This design comes from an exercise in tuning for small area and a short achievable clock period on the open sky130 flow, not from production work. No run shown here included a check of the RTL's function; only the layout flow was run. Power and IR drop assume default switching activity.

==> flow/design.v <==
package riscv_pkg;
    localparam int xlen = 32;
    localparam logic [6:0] OPCODE_LOAD   = 7'b0000011;
    localparam logic [6:0] OPCODE_OP_IMM = 7'b0010011;
    localparam logic [6:0] OPCODE_STORE  = 7'b0100011;
    localparam logic [6:0] OPCODE_OP     = 7'b0110011;
    localparam logic [6:0] OPCODE_LUI    = 7'b0110111;
    localparam logic [6:0] OPCODE_BRANCH = 7'b1100011;
    typedef struct packed {
        logic [31:0] s0;        
        logic [31:4] s1;        
        logic [31:0] other_n;   
        logic        sel_add_n;
        logic        c4;        
        logic [7:1]  gg;        
        logic [7:1]  gp;        
        logic        ltx;       
        logic        brx;       
        logic [31:0] sh_n;      
        logic [2:0]  shamt;     
        logic [2:0]  shamt_n;   
        logic        fill;      
        logic        sel_sll;
        logic        sel_sr;
        logic        sel_lt;
        logic        br_eq;
        logic        br_lt;
        logic        br_inv;
    } stage_t;
endpackage
module g_inv (input logic a, output logic y);
    assign y = ~a;
endmodule
module g_nand2 (input logic a, input logic b, output logic y);
    assign y = ~(a & b);
endmodule
module g_nand3 (input logic a, input logic b, input logic c, output logic y);
    assign y = ~(a & b & c);
endmodule
module g_nand4 (input logic a, input logic b, input logic c, input logic d, output logic y);
    assign y = ~(a & b & c & d);
endmodule
module g_nor2 (input logic a, input logic b, output logic y);
    assign y = ~(a | b);
endmodule
module g_aoi21 (input logic a1, input logic a2, input logic b, output logic y);
    assign y = ~((a1 & a2) | b);
endmodule
module g_oai21 (input logic a1, input logic a2, input logic b, output logic y);
    assign y = ~((a1 | a2) & b);
endmodule
module g_aoi22 (input logic a1, input logic a2, input logic b1, input logic b2, output logic y);
    assign y = ~((a1 & a2) | (b1 & b2));
endmodule
module g_xor2 (input logic a, input logic b, output logic y);
    assign y = a ^ b;
endmodule
module g_xnor2 (input logic a, input logic b, output logic y);
    assign y = ~(a ^ b);
endmodule
module g_a21boi (input logic a1, input logic a2, input logic bn, output logic y);
    assign y = ~((a1 & a2) | ~bn);
endmodule
module g_o211ai (input logic a1, input logic a2, input logic b, input logic c, output logic y);
    assign y = ~((a1 | a2) & b & c);
endmodule
module g_mux2i (input logic s, input logic a0, input logic a1, output logic y);
    assign y = ~(s ? a1 : a0);
endmodule
`timescale 1ns/1ps
module regfile #(
    parameter int data_width = 32
) (
    input  logic                  clk,
    input  logic                  arst_n,
    input  logic [4:0]            rs1_addr,
    input  logic [4:0]            rs2_addr,
    input  logic                  rs2_en,
    input  logic                  fwd1,
    input  logic                  fwd2,
    input  logic [data_width-1:0] fwd_data,
    input  logic [4:0]            wr_addr,
    input  logic                  wr_en,
    input  logic [data_width-1:0] wr_data,
    output logic [data_width-1:0] rs1_data,
    output logic [data_width-1:0] rs2_data
);
    logic [31:1] written;
    logic [31:1] we;
    logic [31:1] readable;
    logic [31:1] sel1, sel2;
    logic [data_width-1:0] regs [1:31];
    for (genvar r = 1; r < 32; r++) begin : g_reg
        assign we[r]        = wr_en && (wr_addr == 5'(r));
        assign readable[r]  = written[r] && !we[r];
        always_ff @(posedge clk or negedge arst_n) begin
            if (!arst_n) written[r] <= 1'b0;
            else if (we[r]) written[r] <= 1'b1;
        end
        always_ff @(posedge clk) begin
            if (we[r]) regs[r] <= wr_data;
        end
    end
    rf_dec rd1_dec (.addr(rs1_addr), .en(readable),  .sel(sel1));
    rf_dec rd2_dec (.addr(rs2_addr), .en(readable),  .sel(sel2));
    for (genvar i = 0; i < data_width; i++) begin : g_col
        logic [31:0] col;
        for (genvar r = 1; r < 32; r++) begin : g_bit
            assign col[r] = regs[r][i];
        end
        assign col[0] = fwd_data[i];
        rf_col rd1_col (.sel({sel1, fwd1}), .d(col), .en(1'b1),   .y(rs1_data[i]));
        rf_col rd2_col (.sel({sel2, fwd2}), .d(col), .en(rs2_en), .y(rs2_data[i]));
    end
endmodule
module rf_dec (
    input  logic [4:0]  addr,
    input  logic [31:1] en,
    output logic [31:1] sel
);
    for (genvar r = 1; r < 32; r++) begin : g_sel
        assign sel[r] = en[r] && (addr == 5'(r));
    end
endmodule
module rf_col (
    input  logic [31:0] sel,
    input  logic [31:0] d,
    input  logic        en,
    output logic        y
);
    logic [15:0] l1;
    logic [3:0]  l2;
    logic [1:0]  l3;
    for (genvar k = 0; k < 16; k++) begin : g_l1
        g_aoi22 u (.a1(sel[2*k]), .a2(d[2*k]), .b1(sel[2*k+1]), .b2(d[2*k+1]), .y(l1[k]));
    end
    for (genvar k = 0; k < 4; k++) begin : g_l2
        g_nand4 u (.a(l1[4*k]), .b(l1[4*k+1]), .c(l1[4*k+2]), .d(l1[4*k+3]), .y(l2[k]));
    end
    g_nor2  u_l3a (.a(l2[0]), .b(l2[1]), .y(l3[0]));
    g_nor2  u_l3b (.a(l2[2]), .b(l2[3]), .y(l3[1]));
    g_a21boi u_l4 (.a1(l3[0]), .a2(l3[1]), .bn(en), .y(y));
endmodule
`timescale 1ns/1ps
module decode_alu (
    input  logic [31:0]       a,           
    input  logic [31:0]       s2,          
    input  logic [31:0]       k,           
    input  logic [31:0]       imm,
    input  logic              sub,
    input  logic              sel_add,
    input  logic              lp,
    input  logic              lg,
    input  logic              lui,
    input  logic              sel_sll,
    input  logic              sel_sr,
    input  logic              sra,
    input  logic              lt_signed,
    input  logic              sel_lt,
    input  logic              br_eq,
    input  logic              br_lt,
    input  logic              br_inv,
    output riscv_pkg::stage_t st
);
    logic [31:0] t, p, pn, gn, g, other_n;
    logic [31:0] s0;              
    logic [31:4] s1;              
    logic        subn;
    assign subn = ~sub;
    for (genvar i = 0; i < 32; i++) begin : g_pg
        g_xor2  u_t  (.a(s2[i]), .b(k[i]), .y(t[i]));
        g_xnor2 u_pn (.a(a[i]), .b(t[i]), .y(pn[i]));
        g_nand2 u_gn (.a(a[i]), .b(t[i]), .y(gn[i]));
        g_xor2  u_p  (.a(a[i]), .b(t[i]), .y(p[i]));
        g_inv   u_g  (.a(gn[i]), .y(g[i]));
    end
    assign other_n = ~((p & {32{lp}}) | (g & {32{lg}}) | (imm & {32{lui}}));
    for (genvar b = 0; b < 8; b++) begin : g_grp
        logic [3:0] g1, p1, g2n, p2n;
        logic [3:0] pb, pnb, gnb;
        assign pb  = p[4*b +: 4];
        assign pnb = pn[4*b +: 4];
        assign gnb = gn[4*b +: 4];
        assign g1[0] = g[4*b];
        assign p1[0] = pb[0];
        for (genvar j = 1; j < 4; j++) begin : g_l1
            g_oai21 u_g (.a1(pnb[j]), .a2(gnb[j-1]), .b(gnb[j]), .y(g1[j]));
            g_nor2  u_p (.a(pnb[j]), .b(pnb[j-1]), .y(p1[j]));
        end
        assign g2n[0] = gnb[0];
        assign p2n[0] = pnb[0];
        g_inv u_g2n1 (.a(g1[1]), .y(g2n[1]));
        g_inv u_p2n1 (.a(p1[1]), .y(p2n[1]));
        for (genvar j = 2; j < 4; j++) begin : g_l2
            g_aoi21 u_g (.a1(p1[j]), .a2(g1[j-2]), .b(g1[j]), .y(g2n[j]));
            g_nand2 u_p (.a(p1[j]), .b(p1[j-2]), .y(p2n[j]));
        end
        for (genvar j = 0; j < 4; j++) begin : g_sum
            localparam int I = 4*b + j;
            if (b == 0) begin : g_cin
                if (j == 0) begin : g_j0
                    g_xor2  u_s (.a(pb[0]), .b(sub), .y(s0[I]));
                end else if (j == 1) begin : g_j1
                    logic c;
                    g_oai21 u_c (.a1(pnb[0]), .a2(subn), .b(gnb[0]), .y(c));
                    g_xor2  u_s (.a(pb[j]), .b(c), .y(s0[I]));
                end else if (j == 2) begin : g_j2
                    logic cn;
                    g_aoi21 u_c (.a1(p1[1]), .a2(sub), .b(g1[1]), .y(cn));
                    g_xnor2 u_s (.a(pb[j]), .b(cn), .y(s0[I]));
                end else begin : g_j3
                    logic c;
                    g_oai21 u_c (.a1(p2n[2]), .a2(subn), .b(g2n[2]), .y(c));
                    g_xor2  u_s (.a(pb[j]), .b(c), .y(s0[I]));
                end
            end else begin : g_cs
                if (j == 0) begin : g_j0
                    assign s0[I] = pb[0];
                    assign s1[I] = pnb[0];
                end else if (j == 1) begin : g_j1
                    logic c1;
                    g_xnor2 u_s0 (.a(pb[j]), .b(gnb[0]), .y(s0[I]));
                    g_nand2 u_c1 (.a(gnb[0]), .b(pnb[0]), .y(c1));
                    g_xor2  u_s1 (.a(pb[j]), .b(c1), .y(s1[I]));
                end else if (j == 2) begin : g_j2
                    logic c1n;
                    g_xor2  u_s0 (.a(pb[j]), .b(g1[1]), .y(s0[I]));
                    g_nor2  u_c1 (.a(g1[1]), .b(p1[1]), .y(c1n));
                    g_xnor2 u_s1 (.a(pb[j]), .b(c1n), .y(s1[I]));
                end else begin : g_j3
                    logic c1;
                    g_xnor2 u_s0 (.a(pb[j]), .b(g2n[2]), .y(s0[I]));
                    g_nand2 u_c1 (.a(g2n[2]), .b(p2n[2]), .y(c1));
                    g_xor2  u_s1 (.a(pb[j]), .b(c1), .y(s1[I]));
                end
            end
        end
        if (b == 0) begin : g_c4
            g_oai21 u_c (.a1(p2n[3]), .a2(subn), .b(g2n[3]), .y(st.c4));
        end else begin : g_gp
            g_inv u_g (.a(g2n[3]), .y(st.gg[b]));
            g_inv u_p (.a(p2n[3]), .y(st.gp[b]));
        end
    end
    assign st.s0        = s0;
    assign st.s1        = s1;
    assign st.other_n   = other_n;
    assign st.sel_add_n = ~sel_add;
    assign st.ltx = ~(lt_signed & (a[31] ^ ~t[31]));
    assign st.brx = st.ltx ^ br_inv;
    logic [31:0] x0, x1, x2;
    logic        fill, fill_n;
    assign fill   = sra & a[31];
    assign fill_n = ~fill;
    for (genvar i = 0; i < 32; i++) begin : g_sh
        g_mux2i u0 (.s(sel_sll), .a0(a[i]), .a1(a[31-i]), .y(x0[i]));
        if (i + 16 < 32) begin : g_a
            g_mux2i u1 (.s(t[4]), .a0(x0[i]), .a1(x0[i+16]), .y(x1[i]));
        end else begin : g_b
            g_mux2i u1 (.s(t[4]), .a0(x0[i]), .a1(fill_n), .y(x1[i]));
        end
        if (i + 8 < 32) begin : g_c
            g_mux2i u2 (.s(t[3]), .a0(x1[i]), .a1(x1[i+8]), .y(x2[i]));
        end else begin : g_d
            g_mux2i u2 (.s(t[3]), .a0(x1[i]), .a1(fill), .y(x2[i]));
        end
    end
    assign st.sh_n    = x2;
    assign st.shamt   = t[2:0];
    assign st.shamt_n = ~t[2:0];
    assign st.fill    = fill;
    assign st.sel_sll = sel_sll;
    assign st.sel_sr  = sel_sr;
    assign st.sel_lt  = sel_lt;
    assign st.br_eq   = br_eq;
    assign st.br_lt   = br_lt;
    assign st.br_inv  = br_inv;
endmodule
`timescale 1ns/1ps
module decode_ctrl (
    input  logic [31:0] inst,
    input  logic        inst_valid,
    input  logic        fwd_valid,    
    input  logic [4:0]  fwd_rd,
    output logic        wb,           
    output logic        rs2_en,       
    output logic        fwd1,         
    output logic        fwd2,         
    output logic [31:0] k,            
    output logic [31:0] imm,
    output logic        sub,          
    output logic        sel_add,
    output logic        lp,           
    output logic        lg,
    output logic        lui,
    output logic        sel_sll,
    output logic        sel_sr,
    output logic        sra,
    output logic        lt_signed,
    output logic        sel_lt,
    output logic        br_eq,
    output logic        br_lt,
    output logic        br_inv
);
    logic [6:0] opcode;
    logic [2:0] f3;
    logic       is_op, is_imm, is_load, is_store, is_br, arith;
    assign opcode = inst[6:0];
    assign f3     = inst[14:12];
    assign is_op    = opcode == riscv_pkg::OPCODE_OP;
    assign is_imm   = opcode == riscv_pkg::OPCODE_OP_IMM;
    assign lui      = opcode == riscv_pkg::OPCODE_LUI;
    assign is_load  = opcode == riscv_pkg::OPCODE_LOAD;
    assign is_store = opcode == riscv_pkg::OPCODE_STORE;
    assign is_br    = opcode == riscv_pkg::OPCODE_BRANCH;
    assign arith    = is_op || is_imm;
    assign wb = inst_valid && (inst[11:7] != 5'd0) && (arith || lui || is_load);
    assign rs2_en = is_op || is_br;
    assign fwd1   = fwd_valid && fwd_rd == inst[19:15];
    assign fwd2   = fwd_valid && fwd_rd == inst[24:20];
    assign sel_add   = (arith && f3 == 3'b000) || is_load || is_store;
    assign sel_sll   = arith && f3 == 3'b001;
    assign sel_sr    = arith && f3 == 3'b101;
    assign sra       = sel_sr && inst[30];
    assign sel_lt    = (arith && f3[2:1] == 2'b01) || (is_br && f3[2]);
    assign lt_signed = (arith && f3 == 3'b010) || (is_br && f3[2:1] == 2'b10);
    assign sub       = (is_op && f3 == 3'b000 && inst[30]) || sel_lt;
    assign lp        = (arith && (f3 == 3'b100 || f3 == 3'b110)) || (is_br && f3[2:1] == 2'b00);
    assign lg        = arith && f3[2:1] == 2'b11;
    assign br_eq     = is_br && f3[2:1] == 2'b00;
    assign br_lt     = is_br && f3[2];
    assign br_inv    = f3[0];
    always_comb begin
        if (lui)           imm = {inst[31:12], 12'b0};
        else if (is_store) imm = {{20{inst[31]}}, inst[31:25], inst[11:7]};
        else               imm = {{20{inst[31]}}, inst[31:20]};
    end
    assign k = rs2_en ? {32{sub}} : (imm ^ {32{sub}});
endmodule
`timescale 1ns/1ps
module alu_exec (
    input  riscv_pkg::stage_t st,
    output logic [31:0]       result,      
    output logic [31:0]       result_int,  
    output logic              taken
);
    logic [7:0] e_g, e_p, l1g_n, l1p_n, l2g, l2p, l3g_n;
    assign e_g = {st.gg, st.c4};
    assign e_p = {st.gp, 1'b0};
    g_inv u_l1g0 (.a(st.c4), .y(l1g_n[0]));
    assign l1p_n[0] = 1'b1;
    for (genvar k = 1; k < 8; k++) begin : g_l1
        g_aoi21 u_g (.a1(e_p[k]), .a2(e_g[k-1]), .b(e_g[k]), .y(l1g_n[k]));
        if (k >= 2) begin : g_p
            g_nand2 u_p (.a(e_p[k]), .b(e_p[k-1]), .y(l1p_n[k]));
        end else begin : g_p1
            assign l1p_n[k] = 1'b1;    
        end
    end
    assign l2g[0] = st.c4;
    g_inv u_l2g1 (.a(l1g_n[1]), .y(l2g[1]));
    assign l2p[1:0] = 2'b00;
    for (genvar k = 2; k < 8; k++) begin : g_l2
        g_oai21 u_g (.a1(l1p_n[k]), .a2(l1g_n[k-2]), .b(l1g_n[k]), .y(l2g[k]));
        g_nor2  u_p (.a(l1p_n[k]), .b(l1p_n[k-2]), .y(l2p[k]));
    end
    assign l3g_n[3:0] = 4'hf;    
    for (genvar k = 4; k < 8; k++) begin : g_l3
        g_aoi21 u_g (.a1(l2p[k]), .a2(l2g[k-4]), .b(l2g[k]), .y(l3g_n[k]));
    end
    logic c32;
    g_inv u_c32 (.a(l3g_n[7]), .y(c32));
    logic [31:0] sum_n;
    assign sum_n[3:0] = ~st.s0[3:0];
    for (genvar b = 1; b < 8; b++) begin : g_sel
        for (genvar j = 0; j < 4; j++) begin : g_bit
            localparam int I = 4*b + j;
            if (b == 1) begin : g_1
                g_mux2i u (.s(st.c4), .a0(st.s0[I]), .a1(st.s1[I]), .y(sum_n[I]));
            end else if (b == 2) begin : g_2
                g_mux2i u (.s(l1g_n[1]), .a0(st.s1[I]), .a1(st.s0[I]), .y(sum_n[I]));
            end else if (b < 5) begin : g_34
                g_mux2i u (.s(l2g[b-1]), .a0(st.s0[I]), .a1(st.s1[I]), .y(sum_n[I]));
            end else begin : g_57
                g_mux2i u (.s(l3g_n[b-1]), .a0(st.s1[I]), .a1(st.s0[I]), .y(sum_n[I]));
            end
        end
    end
    logic [31:0] y3, y4, y5, shx_n;
    logic        fill_n;
    assign fill_n = ~st.fill;
    for (genvar i = 0; i < 32; i++) begin : g_sh
        logic a3, a4, a5;
        assign a3 = (i + 4 < 32) ? st.sh_n[(i + 4) % 32] : fill_n;
        assign a4 = (i + 2 < 32) ? y3[(i + 2) % 32] : st.fill;
        assign a5 = (i + 1 < 32) ? y4[(i + 1) % 32] : fill_n;
        if (i < 16) begin : g_lo
            g_mux2i u3 (.s(st.shamt[2]), .a0(st.sh_n[i]), .a1(a3), .y(y3[i]));
            g_mux2i u4 (.s(st.shamt[1]), .a0(y3[i]), .a1(a4), .y(y4[i]));
            g_mux2i u5 (.s(st.shamt[0]), .a0(y4[i]), .a1(a5), .y(y5[i]));
        end else begin : g_hi
            g_mux2i u3 (.s(st.shamt_n[2]), .a0(a3), .a1(st.sh_n[i]), .y(y3[i]));
            g_mux2i u4 (.s(st.shamt_n[1]), .a0(a4), .a1(y3[i]), .y(y4[i]));
            g_mux2i u5 (.s(st.shamt_n[0]), .a0(a5), .a1(y4[i]), .y(y5[i]));
        end
    end
    for (genvar i = 0; i < 32; i++) begin : g_shx
        g_aoi22 u (.a1(st.sel_sr), .a2(y5[i]), .b1(st.sel_sll), .b2(y5[31-i]), .y(shx_n[i]));
    end
    logic lt, eq;
    assign lt = c32 ^ st.ltx;
    assign eq = &st.other_n;
    for (genvar i = 1; i < 32; i++) begin : g_res
        g_o211ai u_out (.a1(sum_n[i]), .a2(st.sel_add_n), .b(st.other_n[i]), .c(shx_n[i]), .y(result[i]));
        g_o211ai u_int (.a1(sum_n[i]), .a2(st.sel_add_n), .b(st.other_n[i]), .c(shx_n[i]), .y(result_int[i]));
    end
    logic lt_n;
    assign lt_n = ~(st.sel_lt & lt);
    assign result[0]     = ~((sum_n[0] | st.sel_add_n) & st.other_n[0] & shx_n[0] & lt_n);
    assign result_int[0] = result[0];
    assign taken = (st.br_eq & (eq ^ st.br_inv)) | (st.br_lt & (c32 ^ st.brx));
endmodule
`timescale 1ns/1ps
module exec_core #(
    parameter int data_width = riscv_pkg::xlen
) (
    input  logic                  clk,
    input  logic                  arst_n,
    input  logic [31:0]           inst,
    input  logic                  inst_valid,
    output logic [data_width-1:0] result,
    output logic [4:0]            result_rd,
    output logic                  result_valid,
    output logic                  branch_taken
);
    logic [31:0] rs1_data, rs2_data, res, res_int, k, imm;
    logic        valid_q, wb_q, wb_d;
    logic [4:0]  rd_q;
    logic        rs2_en, fwd1, fwd2;
    logic        sub, sel_add, lp, lg, lui, sel_sll, sel_sr, sra;
    logic        lt_signed, sel_lt, br_eq, br_lt, br_inv;
    riscv_pkg::stage_t st_d, st_q;
    decode_ctrl decode_ctrl_inst (
        .inst       (inst),
        .inst_valid (inst_valid),
        .fwd_valid  (wb_q),
        .fwd_rd     (rd_q),
        .wb         (wb_d),
        .rs2_en     (rs2_en),
        .fwd1       (fwd1),
        .fwd2       (fwd2),
        .k          (k),
        .imm        (imm),
        .sub        (sub),
        .sel_add    (sel_add),
        .lp         (lp),
        .lg         (lg),
        .lui        (lui),
        .sel_sll    (sel_sll),
        .sel_sr     (sel_sr),
        .sra        (sra),
        .lt_signed  (lt_signed),
        .sel_lt     (sel_lt),
        .br_eq      (br_eq),
        .br_lt      (br_lt),
        .br_inv     (br_inv)
    );
    regfile #(.data_width(32)) regfile_inst (
        .clk      (clk),
        .arst_n   (arst_n),
        .rs1_addr (inst[19:15]),
        .rs2_addr (inst[24:20]),
        .rs2_en   (rs2_en),
        .fwd1     (fwd1),
        .fwd2     (fwd2),
        .fwd_data (res_int),
        .wr_addr  (rd_q),
        .wr_en    (wb_q),
        .wr_data  (res_int),
        .rs1_data (rs1_data),
        .rs2_data (rs2_data)
    );
    decode_alu decode_alu_inst (
        .a         (rs1_data),
        .s2        (rs2_data),
        .k         (k),
        .imm       (imm),
        .sub       (sub),
        .sel_add   (sel_add),
        .lp        (lp),
        .lg        (lg),
        .lui       (lui),
        .sel_sll   (sel_sll),
        .sel_sr    (sel_sr),
        .sra       (sra),
        .lt_signed (lt_signed),
        .sel_lt    (sel_lt),
        .br_eq     (br_eq),
        .br_lt     (br_lt),
        .br_inv    (br_inv),
        .st        (st_d)
    );
    always_ff @(posedge clk or negedge arst_n) begin
        if (!arst_n) begin
            valid_q <= 1'b0;
            wb_q    <= 1'b0;
        end else begin
            valid_q <= inst_valid;
            wb_q    <= wb_d;
        end
    end
    always_ff @(posedge clk) begin
        rd_q <= inst[11:7];
        st_q <= st_d;
    end
    alu_exec alu_exec_inst (
        .st     (st_q),
        .result     (res),
        .result_int (res_int),
        .taken      (branch_taken)
    );
    assign result       = res;
    assign result_rd    = rd_q;
    assign result_valid = valid_q;
endmodule
==> flow/flow/run.sh <==
#!/bin/bash
# Own layout flow: the standard layout (standard.sh) with these changes.
#  1. DONT_USE_CELLS adds the full and half adder cells (fa, ha) and the
#     clkdlybuf4s delay buffers to the platform's list (flow/dont_use.txt
#     holds the whole list), so synthesis maps adders to plain gates and
#     port buffering and repair use ordinary buffers.
#  2. After synthesis, a22oi_2 and a21oi_2 cells (what synthesis makes of
#     the design's single-gate modules) start at size 1 (flow/swap.tcl).
#  3. Clock tree synthesis without dummy loads, with small sink clusters
#     (flow/settings.sh).
#  4. Timing repair aims at a shorter period than the design's clock
#     (setup margin from flow/settings.sh) on all endpoints.
# Everything else (synthesis script, floorplan, power grid, placement,
# routing, the clock period and constraints) is the standard flow.
# Each tool's full output goes to a log file here (flow_*.log); ORFS also
# writes each step's log under orfs/logs/.
set -euo pipefail
source flow/settings.sh
du="$(cat flow/dont_use.txt)"
vars=("DONT_USE_CELLS=$du" "CTS_ARGS=$CTS_ARGS" "SETUP_SLACK_MARGIN=$MARGIN" "TNS_END_PERCENT=$TNS")
res="orfs/results/${FLOW_PLATFORM:-sky130hd}/exec_core/base"

bash standard.sh "${vars[@]}" synth > flow_synth.log 2>&1
ODB_IN="$res/1_synth.odb" ODB_OUT="$res/1_synth.odb" SWAP="$SWAP" \
  openroad -no_init -exit flow/swap.tcl > flow_swap.log 2>&1
touch "$res/1_synth.sdc"
bash standard.sh "${vars[@]}" finish > flow_finish.log 2>&1
==> flow/flow/dont_use.txt <==
sky130_fd_sc_hd__probe_p_8 sky130_fd_sc_hd__probec_p_8 sky130_fd_sc_hd__lpflow_bleeder_1 sky130_fd_sc_hd__lpflow_clkbufkapwr_1 sky130_fd_sc_hd__lpflow_clkbufkapwr_16 sky130_fd_sc_hd__lpflow_clkbufkapwr_2 sky130_fd_sc_hd__lpflow_clkbufkapwr_4 sky130_fd_sc_hd__lpflow_clkbufkapwr_8 sky130_fd_sc_hd__lpflow_clkinvkapwr_1 sky130_fd_sc_hd__lpflow_clkinvkapwr_16 sky130_fd_sc_hd__lpflow_clkinvkapwr_2 sky130_fd_sc_hd__lpflow_clkinvkapwr_4 sky130_fd_sc_hd__lpflow_clkinvkapwr_8 sky130_fd_sc_hd__lpflow_decapkapwr_12 sky130_fd_sc_hd__lpflow_decapkapwr_3 sky130_fd_sc_hd__lpflow_decapkapwr_4 sky130_fd_sc_hd__lpflow_decapkapwr_6 sky130_fd_sc_hd__lpflow_decapkapwr_8 sky130_fd_sc_hd__lpflow_inputiso0n_1 sky130_fd_sc_hd__lpflow_inputiso0p_1 sky130_fd_sc_hd__lpflow_inputiso1n_1 sky130_fd_sc_hd__lpflow_inputiso1p_1 sky130_fd_sc_hd__lpflow_inputisolatch_1 sky130_fd_sc_hd__lpflow_isobufsrc_1 sky130_fd_sc_hd__lpflow_isobufsrc_16 sky130_fd_sc_hd__lpflow_isobufsrc_2 sky130_fd_sc_hd__lpflow_isobufsrc_4 sky130_fd_sc_hd__lpflow_isobufsrc_8 sky130_fd_sc_hd__lpflow_isobufsrckapwr_16 sky130_fd_sc_hd__lpflow_lsbuf_lh_hl_isowell_tap_1 sky130_fd_sc_hd__lpflow_lsbuf_lh_hl_isowell_tap_2 sky130_fd_sc_hd__lpflow_lsbuf_lh_hl_isowell_tap_4 sky130_fd_sc_hd__lpflow_lsbuf_lh_isowell_4 sky130_fd_sc_hd__lpflow_lsbuf_lh_isowell_tap_1 sky130_fd_sc_hd__lpflow_lsbuf_lh_isowell_tap_2 sky130_fd_sc_hd__lpflow_lsbuf_lh_isowell_tap_4 sky130_fd_sc_hd__fa_1 sky130_fd_sc_hd__fa_2 sky130_fd_sc_hd__fa_4 sky130_fd_sc_hd__ha_1 sky130_fd_sc_hd__ha_2 sky130_fd_sc_hd__ha_4 sky130_fd_sc_hd__clkdlybuf4s15_1 sky130_fd_sc_hd__clkdlybuf4s15_2 sky130_fd_sc_hd__clkdlybuf4s18_1 sky130_fd_sc_hd__clkdlybuf4s18_2 sky130_fd_sc_hd__clkdlybuf4s25_1 sky130_fd_sc_hd__clkdlybuf4s25_2 sky130_fd_sc_hd__clkdlybuf4s50_1 sky130_fd_sc_hd__clkdlybuf4s50_2
==> flow/flow/settings.sh <==
# Settings read by flow/run.sh
CTS_ARGS="-sink_clustering_enable -repair_clock_nets -dont_use_dummy_load -sink_clustering_size 20 -sink_clustering_max_diameter 50 -buf_list {sky130_fd_sc_hd__clkbuf_4 sky130_fd_sc_hd__clkbuf_8}"
MARGIN=5.4
TNS=100
SWAP="sky130_fd_sc_hd__a22oi_2 sky130_fd_sc_hd__a22oi_1 sky130_fd_sc_hd__a21oi_2 sky130_fd_sc_hd__a21oi_1"
==> flow/flow/swap.tcl <==
# Swap the masters of some cells in the synthesized design before the
# floorplan: SWAP lists pairs "from to" of cells with the same function.
# Used to start the single-gate modules at their smallest size; the
# layout's repair steps size them up where timing needs it.
read_db $::env(ODB_IN)
set db [ord::get_db]
set block [ord::get_db_block]
set map [dict create]
foreach {from to} $::env(SWAP) { dict set map $from $to }
set n 0
foreach inst [$block getInsts] {
  set m [[$inst getMaster] getName]
  if {[dict exists $map $m]} {
    set nm [$db findMaster [dict get $map $m]]
    if {$nm eq "NULL" || $nm eq ""} { error "no master [dict get $map $m]" }
    $inst swapMaster $nm
    incr n
  }
}
puts "swapped $n instances"
write_db $::env(ODB_OUT)
==> flow/standard.sh <==
#!/bin/bash
# synth_recipe.tcl (not shown) runs the flow's synth.tcl, then flattens the netlist and writes it again
# the make line also repeats each setting of config.mk as NAME=value (left out here)
make -C /OpenROAD-flow-scripts/flow DESIGN_CONFIG=/design/flow/config.mk WORK_HOME=/design/flow/orfs CLKGATE_MAP_FILE= SYNTH_SCRIPT=/design/flow/synth_recipe.tcl "${@:-finish}"
==> flow/config.mk <==
export PLATFORM = sky130hd
export DESIGN_NAME = exec_core
export DESIGN_NICKNAME = exec_core
export VERILOG_FILES = /design/flow/design.v
export SDC_FILE = /design/flow/constraint.sdc
export NUM_CORES = 8
export LEC_CHECK = 0
export CAP_MARGIN = 20
export CORE_MARGIN = 2
export CORE_UTILIZATION = 40
export PLACE_DENSITY = 0.6
export SETUP_SLACK_MARGIN = 5
export SLEW_MARGIN = 20
export SYNTH_HIERARCHICAL = 1
export SYNTH_MINIMUM_KEEP_SIZE = 0
export TNS_END_PERCENT = 100
==> flow/constraint.sdc <==
create_clock -name core_clock -period 10.0 [get_ports {clk}]
set_input_delay 2.0000 -clock core_clock [delete_from_list [all_inputs] [get_ports {clk}]]
set_output_delay 2.0000 -clock core_clock [all_outputs]
set_load 0.01 [all_outputs]
==> results.json, run 1 <==
{
  "rows": 133,
  "critPathKind": "in2reg",
  "avgSynthCellArea_um2": 13.9,
  "critPathSlowestCell": "nor2b_4",
  "power.density_mw_per_mm2": 137,
  "io_pins": 74,
  "cts_tree": "yes",
  "h-tree-depth": 3,
  "cts-root-buf": "clkbuf_8",
  "status": "no timing/DRC/antenna violations",
  "wl_per_cell_um": 37.1,
  "multi_input_area_mm2": 0.0209,
  "synthToLayoutAreaGrowth_pct": 15.2,
  "peakVddDrop_mv": 0.0871,
  "nNetsFinal": 4354,
  "required_ns": 10.76,
  "grt_max_degree": 67,
  "first_iter_violations": 8166,
  "cts_sinks": 1185,
  "cts_buffer_depth": 3,
  "port_buffers": 73,
  "gp_congestion": 0.991,
  "core_mm2": 0.131,
  "hold_path_class": "reg2reg",
  "grt_pass1_vias": 37800,
  "drive_gt1_frac": 0.205,
  "clkLatencyLatePin_ns": 0.89,
  "min_from": "regfile_inst.written[14]",
  "tightest_slew_ns": 1.21,
  "synthCells": 3820,
  "synthesis.area_mm2": 0.0530,
  "power.leakage_uw": 0.0180,
  "period_needed_ns": 4.80,
  "fmax_mhz": 208,
  "r2r_end": "st_q[126]",
  "slew_viol_final": 0,
  "p_int_uw": 6470,
  "drc": 0,
  "worst_setup_path_start_kind": "primary input",
  "grt_use_total": 0.300,
  "pwr-share-comb": 0.052,
  "fillers": 11700,
  "via_per_inst": 7.00,
  "grt_setup_unrepaired": "true",
  "drtAntennaViolNets": 0,
  "setup_violations": 0,
  "period_share": 0.480,
  "max_stage_delay_ns": 0.50,
  "dr.pass1.iters": 9,
  "grt_pass1_wl_um": 289000,
  "tns_ns": 0,
  "clk_pin_slew_ns": 0.07,
  "finalWorstSetupSlack_ns": 5.20,
  "crit_path_end_kind": "flop",
  "worstPathArrival_ns": 5.55,
  "endpoint": "st_q[126]",
  "relSlewSlack": 0.191,
  "maxCapViolations": 0,
  "reg2reg_depth": 13,
  "start_util": 0.403,
  "hpwl_um": 136000,
  "crit_top_cell": "nor2_1",
  "clock_power_share": 0.310,
  "crit_chain": "buf_2, nor2b_4, and3_4, buf_4, a22oi_1, nand4_1, nor2_1, a21boi_2, xnor2_1, nor2_1, a21oi_1, o21ai_1, xor2_1",
  "worstReg2RegStart": "wb_q",
  "die_w_um": 368,
  "clock_skew_ns": 0.0908,
  "antenna_found_initial": 20,
  "p_seq_frac": 0.637,
  "p_switching_uw": 1920,
  "regArea_mm2": 0.0339,
  "pre_cts_slack_ns": 3.36,
  "r2r_slack_ns": 5.32,
  "switching_share": 0.229,
  "die_area_mm2": 0.135,
  "yosys_warnings": 10,
  "overflow": 0,
  "cts_made_buffers": 114,
  "die-height_um": 368,
  "drt-total-wl_um": 226000,
  "worstPathMaxFanout": 13,
  "critPathLaunch": "inst[18]",
  "vias": 42600,
  "hold_viol_final": 0
}
==> state kept, by name, indices dropped and copies added (netlist names) <==
| signal | flops |
|---|---|
| rd_q | 5 |
| regfile_inst.regs | 992 |
| regfile_inst.written | 31 |
| st_q | 155 |
| valid_q | 1 |
| wb_q | 1 |
==> metrics by stage <==
step	hold slack (ns)	std cells	total power, uW	area, um^2	util
floorplan	0.436	3851	5670	53200	-
global placement	0.449	5746	5790	56200	0.427
detailed placement	0.458	5749	5790	56300	0.428
CTS	0.476	5974	8340	59600	0.453
global route	0.487	6073	8590	61000	0.464
finish	0.471	6088	8390	61000	0.464
==> worst max-delay path: cells and delay by family <==
kind | cells | cell delay (ns)
xor gates and xnor gates | 2 | 0.38
buffers and inverters | 2 | 0.67
AOI/OAI and AO/OA | 4 | 0.80
and+or+nand+nor | 5 | 1.66
==> per-layer routing <==
layer  vias up  GRT usage  share of wire
met4        16      0.174          0.078
met5         -          0        0.00045
li1      16900          -              -
met2      3660      0.437           0.42
met3       730     0.0879           0.15
met1     21300      0.398           0.36
==> cell usage in the layout, fill, tap and decap left out, drive strengths merged, types with 8 or more instances in the layout <==
cell type and count:
xnor2 69, mux2i 227, o211ai 64, nand2 123, a222oi 32, a21oi 31
buf 334, a22oi 1056, nor3 8, nor2 209, nand4 265, o21ai 36
inv 65, nor2b 15, xor2 101, conb 32, edfxtp 992, a21boi 65
diode 16, and3 110, o21a 28, nand2b 24, dfrtp 33, clkbuf 154
o21bai 29, dfxtp 160
==> timing repair <==
action	in CTS	in global routing
buffers inserted	102	66
setup endpoints to repair	181	141
pin swaps	71	85
cloned	9	31
hold endpoints to repair	0	0
hold buffers	0	0
resized for setup	318	231
==> power by group through the flow <==
stage	logic, uW	registers, uW	clock network [uW]
finish	440	5350	2600
global placement	328	5460	0
detailed placement	330	5460	0
floorplan	210	5460	0
CTS	372	5350	2620
global route	449	5350	2790
==> worst min path at each step <==
stage / depth (start not counted) / slack, ns / end
CTS: 1 / 0.48 / regfile_inst.written[14]
global route: 1 / 0.49 / regfile_inst.written[29]
detailed placement: 2 / 0.46 / regfile_inst.written[3]
finish: 1 / 0.47 / regfile_inst.written[14]
floorplan: 2 / 0.44 / regfile_inst.written[1]
global placement: 2 / 0.45 / regfile_inst.written[3]
==> cell type report <==
type / instances / area share
antenna: 16 / 0.000656
timing repair buffer: 374 / 0.0361
tap: 1755 / 0.0360
inverter: 67 / 0.00439
sequential: 1185 / 0.555
clock buffer: 114 / 0.0257
multi-input combinational: 2577 / 0.343
==> run 2: changes to the inputs <==
--- a/flow/design.v
+++ b/flow/design.v
@@ -18,5 +18,5 @@
         logic        brx;       
-        logic [31:0] sh_n;      
-        logic [2:0]  shamt;     
-        logic [2:0]  shamt_n;   
+        logic [31:0] sh;        
+        logic [1:0]  shamt;     
+        logic [1:0]  shamt_n;   
         logic        fill;      
@@ -173,3 +173,3 @@
         g_nand2 u_gn (.a(a[i]), .b(t[i]), .y(gn[i]));
-        g_xor2  u_p  (.a(a[i]), .b(t[i]), .y(p[i]));
+        g_inv   u_p  (.a(pn[i]), .y(p[i]));
         g_inv   u_g  (.a(gn[i]), .y(g[i]));
@@ -250,3 +250,3 @@
     assign st.brx = st.ltx ^ br_inv;
-    logic [31:0] x0, x1, x2;
+    logic [31:0] x0, x1, x2, x3;
     logic        fill, fill_n;
@@ -266,6 +266,11 @@
         end
+        if (i + 4 < 32) begin : g_e
+            g_mux2i u3 (.s(t[2]), .a0(x2[i]), .a1(x2[i+4]), .y(x3[i]));
+        end else begin : g_f
+            g_mux2i u3 (.s(t[2]), .a0(x2[i]), .a1(fill_n), .y(x3[i]));
+        end
     end
-    assign st.sh_n    = x2;
-    assign st.shamt   = t[2:0];
-    assign st.shamt_n = ~t[2:0];
+    assign st.sh      = x3;
+    assign st.shamt   = t[1:0];
+    assign st.shamt_n = ~t[1:0];
     assign st.fill    = fill;
@@ -388,3 +393,3 @@
     end
-    logic [31:0] y3, y4, y5, shx_n;
+    logic [31:0] y4, y5, shx_n;
     logic        fill_n;
@@ -392,14 +397,14 @@
     for (genvar i = 0; i < 32; i++) begin : g_sh
-        logic a3, a4, a5;
-        assign a3 = (i + 4 < 32) ? st.sh_n[(i + 4) % 32] : fill_n;
-        assign a4 = (i + 2 < 32) ? y3[(i + 2) % 32] : st.fill;
-        assign a5 = (i + 1 < 32) ? y4[(i + 1) % 32] : fill_n;
+        logic a4, a5;
+        assign a4 = (i + 2 < 32) ? st.sh[(i + 2) % 32] : st.fill;
         if (i < 16) begin : g_lo
-            g_mux2i u3 (.s(st.shamt[2]), .a0(st.sh_n[i]), .a1(a3), .y(y3[i]));
-            g_mux2i u4 (.s(st.shamt[1]), .a0(y3[i]), .a1(a4), .y(y4[i]));
-            g_mux2i u5 (.s(st.shamt[0]), .a0(y4[i]), .a1(a5), .y(y5[i]));
+            g_mux2i u4 (.s(st.shamt[1]), .a0(st.sh[i]), .a1(a4), .y(y4[i]));
+            g_mux2i u5 (.s(st.shamt[0]), .a0(y4[i]), .a1(y4[i+1]), .y(y5[i]));
         end else begin : g_hi
-            g_mux2i u3 (.s(st.shamt_n[2]), .a0(a3), .a1(st.sh_n[i]), .y(y3[i]));
-            g_mux2i u4 (.s(st.shamt_n[1]), .a0(a4), .a1(y3[i]), .y(y4[i]));
-            g_mux2i u5 (.s(st.shamt_n[0]), .a0(a5), .a1(y4[i]), .y(y5[i]));
+            g_mux2i u4 (.s(st.shamt_n[1]), .a0(a4), .a1(st.sh[i]), .y(y4[i]));
+            if (i + 1 < 32) begin : g_c
+                g_mux2i u5 (.s(st.shamt_n[0]), .a0(y4[i+1]), .a1(y4[i]), .y(y5[i]));
+            end else begin : g_d
+                g_mux2i u5 (.s(st.shamt_n[0]), .a0(fill_n), .a1(y4[i]), .y(y5[i]));
+            end
         end
--- a/flow/flow/settings.sh
+++ b/flow/flow/settings.sh
@@ -2,3 +2,3 @@
 CTS_ARGS="-sink_clustering_enable -repair_clock_nets -dont_use_dummy_load -sink_clustering_size 20 -sink_clustering_max_diameter 50 -buf_list {sky130_fd_sc_hd__clkbuf_4 sky130_fd_sc_hd__clkbuf_8}"
-MARGIN=5.4
+MARGIN=5.5
 TNS=100
==> results.json, run 2 <==
{
  "hold_viol_final": 0,
  "dr.pass1.iters": 11,
  "synthToLayoutAreaGrowth_pct": 18.2,
  "maxCapViolations": 0,
  "final_cell_mix": "a22oi_1 (1023), edfxtp_1 (992), nand4_1 (265)",
  "worst_setup_path_start_kind": "primary input",
  "reg.largest.list": "regfile_inst.regs (992), st_q (153), regfile_inst.written (31)",
  "finalPower_uw": 8450,
  "first_iter_violations": 7886,
  "worst-path-buf-inv": 3,
  "grt_pass1_vias": 38700,
  "cts_buffer_depth": 3,
  "hold_buffers": 0,
  "clkLatencyLatePin_ns": 0.90,
  "period_needed_ns": 4.65,
  "power.density_mw_per_mm2": 136,
  "fmax_mhz": 215,
  "wl_per_cell_um": 37.3,
  "grt_max_degree": 35,
  "setup_violations": 0,
  "gr-usage-met3": 0.129,
  "vias": 42500,
  "synthCells": 3816,
  "drive_gt1_frac": 0.228,
  "cts_sinks": 1183,
  "hold-worst-slack_ns": 0.478,
  "relSlewSlack": 0.151,
  "layout_commonest_cell": "a22oi_1",
  "avgSynthCellArea_um2": 13.8,
  "worstPathArrival_ns": 5.35,
  "synthesis.area_mm2": 0.0528,
  "largest_register_ffs": 992,
  "tns_ns": 0,
  "required_ns": 10.70,
  "cts_tree": "yes",
  "grt_pass1_wl_um": 308000,
  "slew_viol_final": 0,
  "via_per_inst": 6.90,
  "start_util": 0.402,
  "io_pins": 74,
  "fillers": 11400,
  "drtAntennaViolNets": 0,
  "die_w_um": 367,
  "top_register": "regfile_inst.regs",
  "critPathSlowestCell": "nand4_1",
  "grtUsageMet2": 0.463,
  "die_area_mm2": 0.135,
  "worstPathMaxFanout": 31,
  "clk_pin_slew_ns": 0.07,
  "grt_use_total": 0.326,
  "peakVddDrop_mv": 0.0948,
  "met1_usage": 0.412,
  "max_stage_delay_ns": 0.52,
  "tightest_slew_ns": 1.27,
  "cts-root-buf": "clkbuf_8",
  "critPathTopFamily": "simple AND/OR/NAND/NOR gates",
  "grt_setup_unrepaired": "true",
  "drt-total-wl_um": 230000,
  "nNetsFinal": 4431,
  "busiest_layer": "met2",
  "hpwl_um": 136000,
  "gp_congestion": 1.02,
  "clock_skew_ns": 0.0921,
  "rows": 133,
  "port_buffers": 73,
  "cts_made_buffers": 119,
  "power.leakage_uw": 0.0185,
  "critPathKind": "in2reg",
  "crit_top_cell": "mux2i_1",
  "die-height_um": 367,
  "yosys_warnings": 10,
  "crit_chain": "clkbuf_4, and3b_2, and3_1, buf_8, a22oi_1, nand4_1, nor2_4, a21boi_4, mux2i_1, mux2i_1, mux2i_1, buf_2, mux2i_1",
  "crit_path_end_kind": "flop",
  "overflow": 0,
  "drc": 0,
  "status": "no timing/DRC/antenna violations",
  "h-tree-depth": 3,
  "antenna_found_initial": 15,
  "period_share": 0.465,
  "hold_path_class": "reg2reg",
  "core_mm2": 0.131
}
## run 2: worst paths after layout
path	from	end	slack [ns]	cells after the start
min in group asynchronous	arst_n	wb_q	1.26	1
worst max register to register	wb_q	st_q[18]	5.37	13
worst max-delay path	inst[15]	st_q[18]	5.35	13
worst min-delay path	regfile_inst.written[26]	regfile_inst.written[26]	0.48	1
worst min register to register	regfile_inst.written[26]	regfile_inst.written[26]	0.48	1
max in group asynchronous	arst_n	wb_q	8.04	1
## run 2: per-layer routing
metal / vias up / share of wire
li1: 17100 / -
met1: 21200 / 0.36
met2: 3549 / 0.42
met3: 724 / 0.15
met4: 14 / 0.078
met5: - / 0.00054
## run 2: cell type report
type,count,area [um^2],share of cell area
well taps,1755,2200,0.0352
multi-input cells,2546,21400,0.342
clock buffers,119,1640,0.0263
repair buffers,448,2930,0.0469
inverters,98,384,0.00616
diodes,12,30.0,0.000481
flip-flops and latches,1183,33800,0.543
## run 2: what timing repair did
action	in CTS	in global routing
pin swaps	77	106
gates cloned	37	6
gates resized for setup	410	289
setup buffers	159	79
endpoints found under the setup margin	179	165
## run 2: stage by stage
stage / setup WS [ns] / instance area, um^2 / instances / utilization
6_report: 5.35 / 62400 / 6161 / 0.475
3_3_place_gp: 2.99 / 56100 / 5748 / 0.427
5_1_grt: 5.36 / 62300 / 6151 / 0.475
3_5_place_dp: 2.99 / 56100 / 5748 / 0.427
2_1_floorplan: 5.05 / 53100 / 3847 / -
4_1_cts: 5.40 / 60500 / 6063 / 0.461
## run 2: where the power goes
group          internal [uW]  switching [uW]  leakage [uW]
clock                   1050            1600      0.000856
combinational            161             306       0.00904
sequential              5310            29.2       0.00864
total                   6520            1930        0.0185
==> run 3: changes to the inputs <==
--- a/flow/design.v
+++ b/flow/design.v
@@ -9,6 +9,4 @@
     typedef struct packed {
-        logic [31:0] s0;        
-        logic [31:4] s1;        
-        logic [31:0] other_n;   
-        logic        sel_add_n;
+        logic [31:0] q0;        
+        logic [31:4] q1;        
         logic        c4;        
@@ -39,2 +37,5 @@
 endmodule
+module g_nor3 (input logic a, input logic b, input logic c, output logic y);
+    assign y = ~(a | b | c);
+endmodule
 module g_nand4 (input logic a, input logic b, input logic c, input logic d, output logic y);
@@ -63,5 +64,2 @@
 endmodule
-module g_o211ai (input logic a1, input logic a2, input logic b, input logic c, output logic y);
-    assign y = ~((a1 | a2) & b & c);
-endmodule
 module g_mux2i (input logic s, input logic a0, input logic a1, output logic y);
@@ -120,4 +118,19 @@
 );
+    logic [4:0] an;
+    logic [3:0] hi;
+    logic [7:0] lo;
+    for (genvar i = 0; i < 5; i++) begin : g_an
+        g_inv u (.a(addr[i]), .y(an[i]));
+    end
+    for (genvar h = 0; h < 4; h++) begin : g_hi
+        g_nor2 u (.a(((h >> 1) & 1) ? an[4] : addr[4]), .b((h & 1) ? an[3] : addr[3]), .y(hi[h]));
+    end
+    for (genvar l = 0; l < 8; l++) begin : g_lo
+        g_nor3 u (.a(((l >> 2) & 1) ? an[2] : addr[2]), .b(((l >> 1) & 1) ? an[1] : addr[1]),
+                  .c((l & 1) ? an[0] : addr[0]), .y(lo[l]));
+    end
     for (genvar r = 1; r < 32; r++) begin : g_sel
-        assign sel[r] = en[r] && (addr == 5'(r));
+        logic sn;
+        g_nand3 u_n (.a(hi[r >> 3]), .b(lo[r & 7]), .c(en[r]), .y(sn));
+        g_inv   u_i (.a(sn), .y(sel[r]));
     end
@@ -165,4 +178,4 @@
     logic [31:0] t, p, pn, gn, g, other_n;
-    logic [31:0] s0;              
-    logic [31:4] s1;              
+    logic [31:0] s0n;             
+    logic [31:4] s1n;             
     logic        subn;
@@ -201,3 +214,3 @@
                 if (j == 0) begin : g_j0
-                    g_xor2  u_s (.a(pb[0]), .b(sub), .y(s0[I]));
+                    g_xnor2 u_s (.a(pb[0]), .b(sub), .y(s0n[I]));
                 end else if (j == 1) begin : g_j1
@@ -205,3 +218,3 @@
                     g_oai21 u_c (.a1(pnb[0]), .a2(subn), .b(gnb[0]), .y(c));
-                    g_xor2  u_s (.a(pb[j]), .b(c), .y(s0[I]));
+                    g_xnor2 u_s (.a(pb[j]), .b(c), .y(s0n[I]));
                 end else if (j == 2) begin : g_j2
@@ -209,3 +222,3 @@
                     g_aoi21 u_c (.a1(p1[1]), .a2(sub), .b(g1[1]), .y(cn));
-                    g_xnor2 u_s (.a(pb[j]), .b(cn), .y(s0[I]));
+                    g_xor2  u_s (.a(pb[j]), .b(cn), .y(s0n[I]));
                 end else begin : g_j3
@@ -213,3 +226,3 @@
                     g_oai21 u_c (.a1(p2n[2]), .a2(subn), .b(g2n[2]), .y(c));
-                    g_xor2  u_s (.a(pb[j]), .b(c), .y(s0[I]));
+                    g_xnor2 u_s (.a(pb[j]), .b(c), .y(s0n[I]));
                 end
@@ -217,19 +230,19 @@
                 if (j == 0) begin : g_j0
-                    assign s0[I] = pb[0];
-                    assign s1[I] = pnb[0];
+                    assign s0n[I] = pnb[0];
+                    assign s1n[I] = pb[0];
                 end else if (j == 1) begin : g_j1
                     logic c1;
-                    g_xnor2 u_s0 (.a(pb[j]), .b(gnb[0]), .y(s0[I]));
+                    g_xor2  u_s0 (.a(pb[j]), .b(gnb[0]), .y(s0n[I]));
                     g_nand2 u_c1 (.a(gnb[0]), .b(pnb[0]), .y(c1));
-                    g_xor2  u_s1 (.a(pb[j]), .b(c1), .y(s1[I]));
+                    g_xnor2 u_s1 (.a(pb[j]), .b(c1), .y(s1n[I]));
                 end else if (j == 2) begin : g_j2
                     logic c1n;
-                    g_xor2  u_s0 (.a(pb[j]), .b(g1[1]), .y(s0[I]));
+                    g_xnor2 u_s0 (.a(pb[j]), .b(g1[1]), .y(s0n[I]));
                     g_nor2  u_c1 (.a(g1[1]), .b(p1[1]), .y(c1n));
-                    g_xnor2 u_s1 (.a(pb[j]), .b(c1n), .y(s1[I]));
+                    g_xor2  u_s1 (.a(pb[j]), .b(c1n), .y(s1n[I]));
                 end else begin : g_j3
                     logic c1;
-                    g_xnor2 u_s0 (.a(pb[j]), .b(g2n[2]), .y(s0[I]));
+                    g_xor2  u_s0 (.a(pb[j]), .b(g2n[2]), .y(s0n[I]));
                     g_nand2 u_c1 (.a(g2n[2]), .b(p2n[2]), .y(c1));
-                    g_xor2  u_s1 (.a(pb[j]), .b(c1), .y(s1[I]));
+                    g_xnor2 u_s1 (.a(pb[j]), .b(c1), .y(s1n[I]));
                 end
@@ -244,6 +257,8 @@
     end
-    assign st.s0        = s0;
-    assign st.s1        = s1;
-    assign st.other_n   = other_n;
-    assign st.sel_add_n = ~sel_add;
+    for (genvar i = 0; i < 32; i++) begin : g_q0
+        g_mux2i u (.s(sel_add), .a0(other_n[i]), .a1(s0n[i]), .y(st.q0[i]));
+    end
+    for (genvar i = 4; i < 32; i++) begin : g_q1
+        g_mux2i u (.s(sel_add), .a0(other_n[i]), .a1(s1n[i]), .y(st.q1[i]));
+    end
     assign st.ltx = ~(lt_signed & (a[31] ^ ~t[31]));
@@ -378,3 +393,3 @@
     logic [31:0] sum_n;
-    assign sum_n[3:0] = ~st.s0[3:0];
+    assign sum_n[3:0] = ~st.q0[3:0];
     for (genvar b = 1; b < 8; b++) begin : g_sel
@@ -383,9 +398,9 @@
             if (b == 1) begin : g_1
-                g_mux2i u (.s(st.c4), .a0(st.s0[I]), .a1(st.s1[I]), .y(sum_n[I]));
+                g_mux2i u (.s(st.c4), .a0(st.q0[I]), .a1(st.q1[I]), .y(sum_n[I]));
             end else if (b == 2) begin : g_2
-                g_mux2i u (.s(l1g_n[1]), .a0(st.s1[I]), .a1(st.s0[I]), .y(sum_n[I]));
+                g_mux2i u (.s(l1g_n[1]), .a0(st.q1[I]), .a1(st.q0[I]), .y(sum_n[I]));
             end else if (b < 5) begin : g_34
-                g_mux2i u (.s(l2g[b-1]), .a0(st.s0[I]), .a1(st.s1[I]), .y(sum_n[I]));
+                g_mux2i u (.s(l2g[b-1]), .a0(st.q0[I]), .a1(st.q1[I]), .y(sum_n[I]));
             end else begin : g_57
-                g_mux2i u (.s(l3g_n[b-1]), .a0(st.s1[I]), .a1(st.s0[I]), .y(sum_n[I]));
+                g_mux2i u (.s(l3g_n[b-1]), .a0(st.q1[I]), .a1(st.q0[I]), .y(sum_n[I]));
             end
@@ -416,6 +431,6 @@
     assign lt = c32 ^ st.ltx;
-    assign eq = &st.other_n;
+    assign eq = ~|st.q0;
     for (genvar i = 1; i < 32; i++) begin : g_res
-        g_o211ai u_out (.a1(sum_n[i]), .a2(st.sel_add_n), .b(st.other_n[i]), .c(shx_n[i]), .y(result[i]));
-        g_o211ai u_int (.a1(sum_n[i]), .a2(st.sel_add_n), .b(st.other_n[i]), .c(shx_n[i]), .y(result_int[i]));
+        g_nand2 u_out (.a(sum_n[i]), .b(shx_n[i]), .y(result[i]));
+        g_nand2 u_int (.a(sum_n[i]), .b(shx_n[i]), .y(result_int[i]));
     end
@@ -423,4 +438,4 @@
     assign lt_n = ~(st.sel_lt & lt);
-    assign result[0]     = ~((sum_n[0] | st.sel_add_n) & st.other_n[0] & shx_n[0] & lt_n);
-    assign result_int[0] = result[0];
+    g_nand3 u_out0 (.a(sum_n[0]), .b(shx_n[0]), .c(lt_n), .y(result[0]));
+    g_nand3 u_int0 (.a(sum_n[0]), .b(shx_n[0]), .c(lt_n), .y(result_int[0]));
     assign taken = (st.br_eq & (eq ^ st.br_inv)) | (st.br_lt & (c32 ^ st.brx));
--- a/flow/flow/run.sh
+++ b/flow/flow/run.sh
@@ -7,3 +7,5 @@
 #  2. After synthesis, a22oi_2 and a21oi_2 cells (what synthesis makes of
-#     the design's single-gate modules) start at size 1 (flow/swap.tcl).
+#     the design's single-gate modules) start at size 1, and the gates of
+#     the register file's read decoders and columns get drive strengths
+#     that suit their loads (flow/swap.tcl, rules in flow/settings.sh).
 #  3. Clock tree synthesis without dummy loads, with small sink clusters
@@ -23,3 +25,3 @@
 bash standard.sh "${vars[@]}" synth > flow_synth.log 2>&1
-ODB_IN="$res/1_synth.odb" ODB_OUT="$res/1_synth.odb" SWAP="$SWAP" \
+ODB_IN="$res/1_synth.odb" ODB_OUT="$res/1_synth.odb" SWAP="$SWAP" SIZE="${SIZE:-}" \
   openroad -no_init -exit flow/swap.tcl > flow_swap.log 2>&1
==> flow/flow/swap.tcl (replaced) <==
# Set the sizes of some cells in the synthesized design before the
# floorplan. SWAP lists pairs "from to" of masters with the same function:
# every instance of "from" becomes "to" (the single-gate modules start at
# their smallest size). SIZE lists triples "net-pattern role master": the
# driver (role d) or the sinks (role s) of each net whose name matches the
# pattern get that master (same function, another drive strength). The
# layout's repair steps resize further where timing needs it.
read_db $::env(ODB_IN)
set db [ord::get_db]
set block [ord::get_db_block]
proc master {name} {
  set m [$::db findMaster $name]
  if {$m eq "NULL" || $m eq ""} { error "no master $name" }
  return $m
}
set map [dict create]
foreach {from to} [expr {[info exists ::env(SWAP)] ? $::env(SWAP) : ""}] { dict set map $from $to }
set n 0
foreach inst [$block getInsts] {
  set m [[$inst getMaster] getName]
  if {[dict exists $map $m]} {
    $inst swapMaster [master [dict get $map $m]]
    incr n
  }
}
puts "swapped $n instances"
set rules [expr {[info exists ::env(SIZE)] ? $::env(SIZE) : ""}]
foreach {pat role to} $rules {
  set k 0
  set nm [master $to]
  foreach net [$block getNets] {
    if {![string match $pat [$net getName]]} continue
    foreach it [$net getITerms] {
      set want [expr {$role eq "d" ? [$it isOutputSignal] : [$it isInputSignal]}]
      if {!$want} continue
      set inst [$it getInst]
      set old [[$inst getMaster] getName]
      # only the same function: the names must agree up to the drive suffix
      regsub {_[0-9]+$} $old "" of
      regsub {_[0-9]+$} $to "" nf
      if {$of ne $nf} { puts "skip $old on [$net getName]"; continue }
      $inst swapMaster $nm
      incr k
    }
  }
  puts "rule $pat $role $to: $k instances"
}
write_db $::env(ODB_OUT)
==> results.json, run 3 <==
{
  "status": "no timing/DRC/antenna violations",
  "wl_per_cell_um": 35.7,
  "worst-path-buf-inv": 7,
  "largest_register_ffs": 992,
  "tns_ns": 0,
  "drc": 0,
  "dr.pass1.iters": 9,
  "grtUsageMet2": 0.484,
  "hold_path_class": "reg2reg",
  "dp_cells": 5818,
  "grt_pass1_wl_um": 312000,
  "cts-root-buf": "clkbuf_8",
  "layout_commonest_cell": "a22oi_1",
  "grt_pass1_vias": 40200,
  "avgSynthCellArea_um2": 13.4,
  "finalPower_uw": 8250,
  "via_per_inst": 6.73,
  "worstPathMaxFanout": 9,
  "post-route-util": 0.502,
  "io_pins": 74,
  "port_buffers": 73,
  "nNetsFinal": 4833,
  "critPathSlowestCell": "nand4_1",
  "clkLatencyLatePin_ns": 0.92,
  "cts_made_buffers": 116,
  "final_cell_mix": "a22oi_1 (1004), edfxtp_1 (992), nand4_1 (259)",
  "power.density_mw_per_mm2": 127,
  "first_iter_violations": 7763,
  "cts_sinks": 1150,
  "die_w_um": 365,
  "worstPathArrival_ns": 5.35,
  "top_register": "regfile_inst.regs",
  "tightest_slew_ns": 1.20,
  "antenna_found_initial": 15,
  "synthCells": 3892,
  "core_mm2": 0.129,
  "hpwl_um": 138000,
  "max_stage_delay_ns": 0.42,
  "required_ns": 10.71,
  "gp_congestion": 1.02,
  "start_util": 0.403,
  "grt_setup_unrepaired": "true",
  "fmax_mhz": 216,
  "met1_usage": 0.426,
  "crit_chain": "buf_6, clkinvlp_4, buf_4, nor3_4, buf_6, nand3_2, clkinvlp_4, buf_4, buf_1, a22oi_1, nand4_1, nor2_4, a21boi_2, mux2i_1, mux2i_1, mux2i_1, mux2i_1",
  "die-height_um": 365,
  "setup_violations": 0,
  "critPathKind": "in2reg",
  "clk_pin_slew_ns": 0.06,
  "slew_viol_final": 0,
  "peakVddDrop_mv": 0.109,
  "maxCapViolations": 0,
  "drt-total-wl_um": 233000,
  "synthesis.area_mm2": 0.0522,
  "drive_gt1_frac": 0.268,
  "die_area_mm2": 0.133,
  "grt_use_total": 0.337,
  "fin_cells": 6544,
  "gr-usage-met3": 0.132,
  "overflow": 0,
  "busiest_layer": "met2",
  "yosys_warnings": 10,
  "hold_buffers": 0,
  "grt_max_degree": 57,
  "reg.largest.list": "regfile_inst.regs (992), st_q (120), regfile_inst.written (31)",
  "crit_top_cell": "mux2i_1",
  "relSlewSlack": 0.197,
  "critPathTopFamily": "buffers and inverters",
  "cts_buffer_depth": 3,
  "hold_viol_final": 0,
  "power.leakage_uw": 0.0194,
  "synthToLayoutAreaGrowth_pct": 24.4,
  "h-tree-depth": 3,
  "cts_tree": "yes",
  "hold-worst-slack_ns": 0.478,
  "clock_skew_ns": 0.103,
  "drtAntennaViolNets": 0,
  "crit_path_end_kind": "flop",
  "period_needed_ns": 4.64,
  "worst_setup_path_start_kind": "primary input",
  "rows": 132,
  "period_share": 0.464,
  "vias": 44000
}
run 3: cell count changes in the layout (fill, tap and decap cells not counted), sizes merged, moves of 14 or more:
| cell | change |
|---|---|
| buf | +299 |
| clkinvlp | +109 |
| and3 | -99 |
| nand3 | +64 |
| nand2 | +62 |
| o211ai | -62 |
| mux2i | +60 |
| dfxtp | -33 |
| nor3 | +14 |
run 3: cell type report:
cell class	instances	area [um^2]
antenna	6	15.0
clock buffer	116	1600
fill	11200	64500
inverter	169	907
multi-input combinational	2561	21600
sequential	1150	33100
tap	1742	2180
timing repair buffer	758	5220
timing repair inverter	42	315
run 3: repair_timing:
item / in CTS / in global routing
buffers inserted: 379 / 179
resized for setup: 535 / 353
gates cloned: 44 / 2
endpoints found under the setup margin: 147 / 125
pin swaps: 79 / 209
run 3: path summary, 6_finish.rpt:
kind | depth (start not counted) | endpoint | from | slack (ns)
setup / recovery | 17 | st_q[22] | inst[16] | 5.36
hold / removal | 1 | regfile_inst.written[10] | regfile_inst.written[10] | 0.48
hold reg to reg | 1 | regfile_inst.written[10] | regfile_inst.written[10] | 0.48
max in group asynchronous | 2 | regfile_inst.written[23] | arst_n | 8.37
setup reg to reg | 16 | st_q[28] | wb_q | 5.51
min in group asynchronous | 1 | regfile_inst.written[30] | arst_n | 1.04
run 3: layer usage:
metal | share of wire | up-vias | routed length [um]
li1 | - | 17700 | -
met1 | 0.35 | 21900 | 82500
met2 | 0.42 | 3655 | 97200
met3 | 0.15 | 717 | 36000
met4 | 0.075 | 12 | 17600
met5 | 0.00065 | - | 151
run 3: worst reg2reg max path, stage by stage (launching register included):
cell        delay, ns
dfrtp_4          0.50
buf_1            0.41
nand4b_1         0.16
buf_2            0.19
buf_1            0.12
o21a_1           0.23
nand3_1          0.16
clkinvlp_4       0.25
buf_1            0.25
a22oi_1          0.20
nand4_1          0.32
nor2_4           0.39
a21boi_4         0.15
mux2i_2          0.38
mux2i_2          0.16
mux2i_1          0.31
mux2i_1          0.15
run 3: per-stage QoR:
stage | worst slack (ns) | area [um^2]
3_5_place_dp | 3.01 | 55600
5_1_grt | 5.34 | 65000
4_1_cts | 5.39 | 62300
3_3_place_gp | 3.03 | 55600
2_1_floorplan | 4.88 | 52600
6_report | 5.36 | 65000
run 3: power by group:
part / switching, uW / internal (uW) / total [uW]
Combinational: 295 / 171 / 466
Clock: 1580 / 1020 / 2600
Sequential: 21.7 / 5160 / 5190
==> run 4: changes to the inputs <==
--- a/flow/flow/settings.sh
+++ b/flow/flow/settings.sh
@@ -5 +5,7 @@
 SWAP="sky130_fd_sc_hd__a22oi_2 sky130_fd_sc_hd__a22oi_1 sky130_fd_sc_hd__a21oi_2 sky130_fd_sc_hd__a21oi_1"
+SIZE="*_dec.g_sel*.sn d sky130_fd_sc_hd__nand3_2
+*_dec.g_sel*.sn s sky130_fd_sc_hd__inv_6
+*_dec.g_hi*.u.y d sky130_fd_sc_hd__nor2_2
+*_dec.g_lo*.u.y d sky130_fd_sc_hd__nor3_2
+*_dec.an* d sky130_fd_sc_hd__inv_2
+*_dec.g_an* d sky130_fd_sc_hd__inv_2"
==> results.json, run 4 <==
{
  "port_buffers": 73,
  "worst-path-buf-inv": 6,
  "first_iter_violations": 5908,
  "maxCapViolations": 0,
  "hold_path_class": "reg2reg",
  "tns_ns": 0,
  "grt_pass1_wl_um": 278000,
  "hold_buffers": 0,
  "grt_max_degree": 67,
  "h-tree-depth": 3,
  "vias": 40300,
  "worstPathArrival_ns": 5.26,
  "cts_buffer_depth": 3,
  "die-height_um": 368,
  "reg.largest.list": "regfile_inst.regs (992), st_q (120), regfile_inst.written (31)",
  "final_cell_mix": "a22oi_1 (1033), edfxtp_1 (992), nand4_1 (259)",
  "required_ns": 10.69,
  "tightest_slew_ns": 1.16,
  "via_per_inst": 6.72,
  "grt_pass1_vias": 37300,
  "cts_made_buffers": 114,
  "layout_commonest_cell": "a22oi_1",
  "drt-total-wl_um": 205000,
  "max_stage_delay_ns": 0.43,
  "status": "no timing/DRC/antenna violations",
  "period_share": 0.457,
  "rows": 133,
  "nNetsFinal": 4274,
  "avgSynthCellArea_um2": 13.6,
  "setup_violations": 0,
  "worst_setup_path_start_kind": "primary input",
  "gp_congestion": 0.988,
  "period_needed_ns": 4.57,
  "cts-root-buf": "clkbuf_8",
  "synthCells": 3892,
  "drtAntennaViolNets": 0,
  "synthesis.area_mm2": 0.0529,
  "crit_path_end_kind": "flop",
  "clkLatencyLatePin_ns": 0.95,
  "start_util": 0.403,
  "slew_viol_final": 0,
  "fmax_mhz": 219,
  "synthToLayoutAreaGrowth_pct": 13.6,
  "clk_pin_slew_ns": 0.07,
  "critPathKind": "in2reg",
  "grt_setup_unrepaired": "true",
  "wl_per_cell_um": 34.1,
  "post-route-util": 0.457,
  "top_register": "regfile_inst.regs",
  "die_w_um": 368,
  "crit_top_cell": "buf_4",
  "hold_viol_final": 0,
  "core_mm2": 0.131,
  "crit_chain": "buf_4, inv_2, nor3_4, buf_6, nand3_2, clkinv_8, a22oi_1, nand4_1, nor2_1, a21boi_2, xor2_4, buf_4, xnor2_2, inv_1, a222oi_1, mux2i_1",
  "clock_skew_ns": 0.140,
  "overflow": 0,
  "drive_gt1_frac": 0.174,
  "power.leakage_uw": 0.0172,
  "power.density_mw_per_mm2": 136,
  "drc": 0,
  "peakVddDrop_mv": 0.0979,
  "critPathSlowestCell": "nor2_1",
  "antenna_found_initial": 8,
  "finalPower_uw": 8140,
  "yosys_warnings": 10,
  "hpwl_um": 131000,
  "cts_tree": "yes",
  "dr.pass1.iters": 9,
  "worstPathMaxFanout": 32,
  "die_area_mm2": 0.135,
  "io_pins": 74,
  "cts_sinks": 1150,
  "grt_use_total": 0.289,
  "largest_register_ffs": 992,
  "relSlewSlack": 0.225,
  "critPathTopFamily": "buffers and inverters"
}
-- run 4: worst min-delay path: stages (launching register included) --
cell and delay (ns):
dfrtp_1 0.34, inv_1 0.04, o31ai_1 0.05
-- run 4: final timing paths --
check	depth (start not counted)	end	start	slack, ns
max	16	st_q[60]	inst[22]	5.43
min	2	regfile_inst.written[2]	regfile_inst.written[2]	0.47
max reg2reg	14	st_q[60]	rd_q[1]	5.55
min reg2reg	2	regfile_inst.written[2]	regfile_inst.written[2]	0.47
max in group asynchronous	1	regfile_inst.written[13]	arst_n	8.03
min in group asynchronous	1	regfile_inst.written[6]	arst_n	1.26
-- run 4: layout make-up --
cell class	count	area, um^2
Sequential cell	1150	33100
Timing Repair inverter	2	17.5
Timing Repair Buffer	240	1430
Antenna cell	8	20.0
Inverter	169	1150
Tap cell	1755	2200
Clock buffer	114	1570
Multi-Input combinational cell	2562	20500
Fill cell	11700	71200
-- run 4: stage by stage --
stage | hold WS, ns | instance area, um^2 | setup WS [ns] | std cells
floorplan | 0.436 | 53100 | 4.88 | 3923
global placement | 0.453 | 55900 | 3.36 | 5781
detailed placement | 0.462 | 55900 | 3.32 | 5785
CTS | 0.471 | 58700 | 5.42 | 5945
global route | 0.495 | 60000 | 5.39 | 5993
finish | 0.474 | 60000 | 5.43 | 6000
-- run 4: timing repair --
item                                    4_1_cts  5_1_grt
gates resized for setup                     198      224
cloned                                        2        4
endpoints found under the setup margin      146      123
pin swaps                                    23       54
buffers inserted                             44       41
-- run 4: report_power, final --
part | leakage (uW) | internal, uW | switching (uW) | total, uW
logic | 0.00802 | 137 | 268 | 404
clock network | 0.000820 | 1000 | 1550 | 2550
registers | 0.00836 | 5160 | 20.7 | 5180
-- run 4: per-layer routing --
layer  vias to the layer above  global-route usage  part of all wire
li1                      16600                   -                 -
met1                     20400               0.387              0.38
met2                      2853               0.427              0.43
met3                       424              0.0696              0.12
met4                         2               0.167             0.065
met5                         -                   0          0.000044

-- separate check: timing with driven ports --
The results above use ideal ports. As a check the final layouts listed here were re-extracted and re-timed, cells and wires unchanged. Step 1: set_driving_cell puts a clkbuf_16 on clk and a buf_2 on each other input, an assumption about the parent block. Step 2 moves the port delays by t, midway between the first and last clock arrival at a register: inputs arrive t later, outputs are due t later. That takes back most of the time a late clock gives input paths. Three values: ideal ports, drivers, drivers and shift; two values: the first two.
| run | shift t [ns] | setup slack, ns | worst data-port slew with drivers (ns) | pins driven straight from the clock port |
|---|---|---|---|---|
| run 1 | 0.920 | 5.202 / 5.180 / 4.330 | 0.10 | 1 |
| run 2 | 0.925 | 5.349 / 5.284 / 4.464 | 0.13 | 1 |
| run 3 | 0.933 | 5.360 / 5.387 / 4.453 | 0.14 | 1 |
| run 4 | 0.944 | 5.429 / 5.442 / 4.531 | 0.07 | 1 |
After both steps every run listed still meets setup and hold. The setup slack of run 3, which loses most, moves by +0.027 ns with the drivers and by -0.907 ns with both steps.
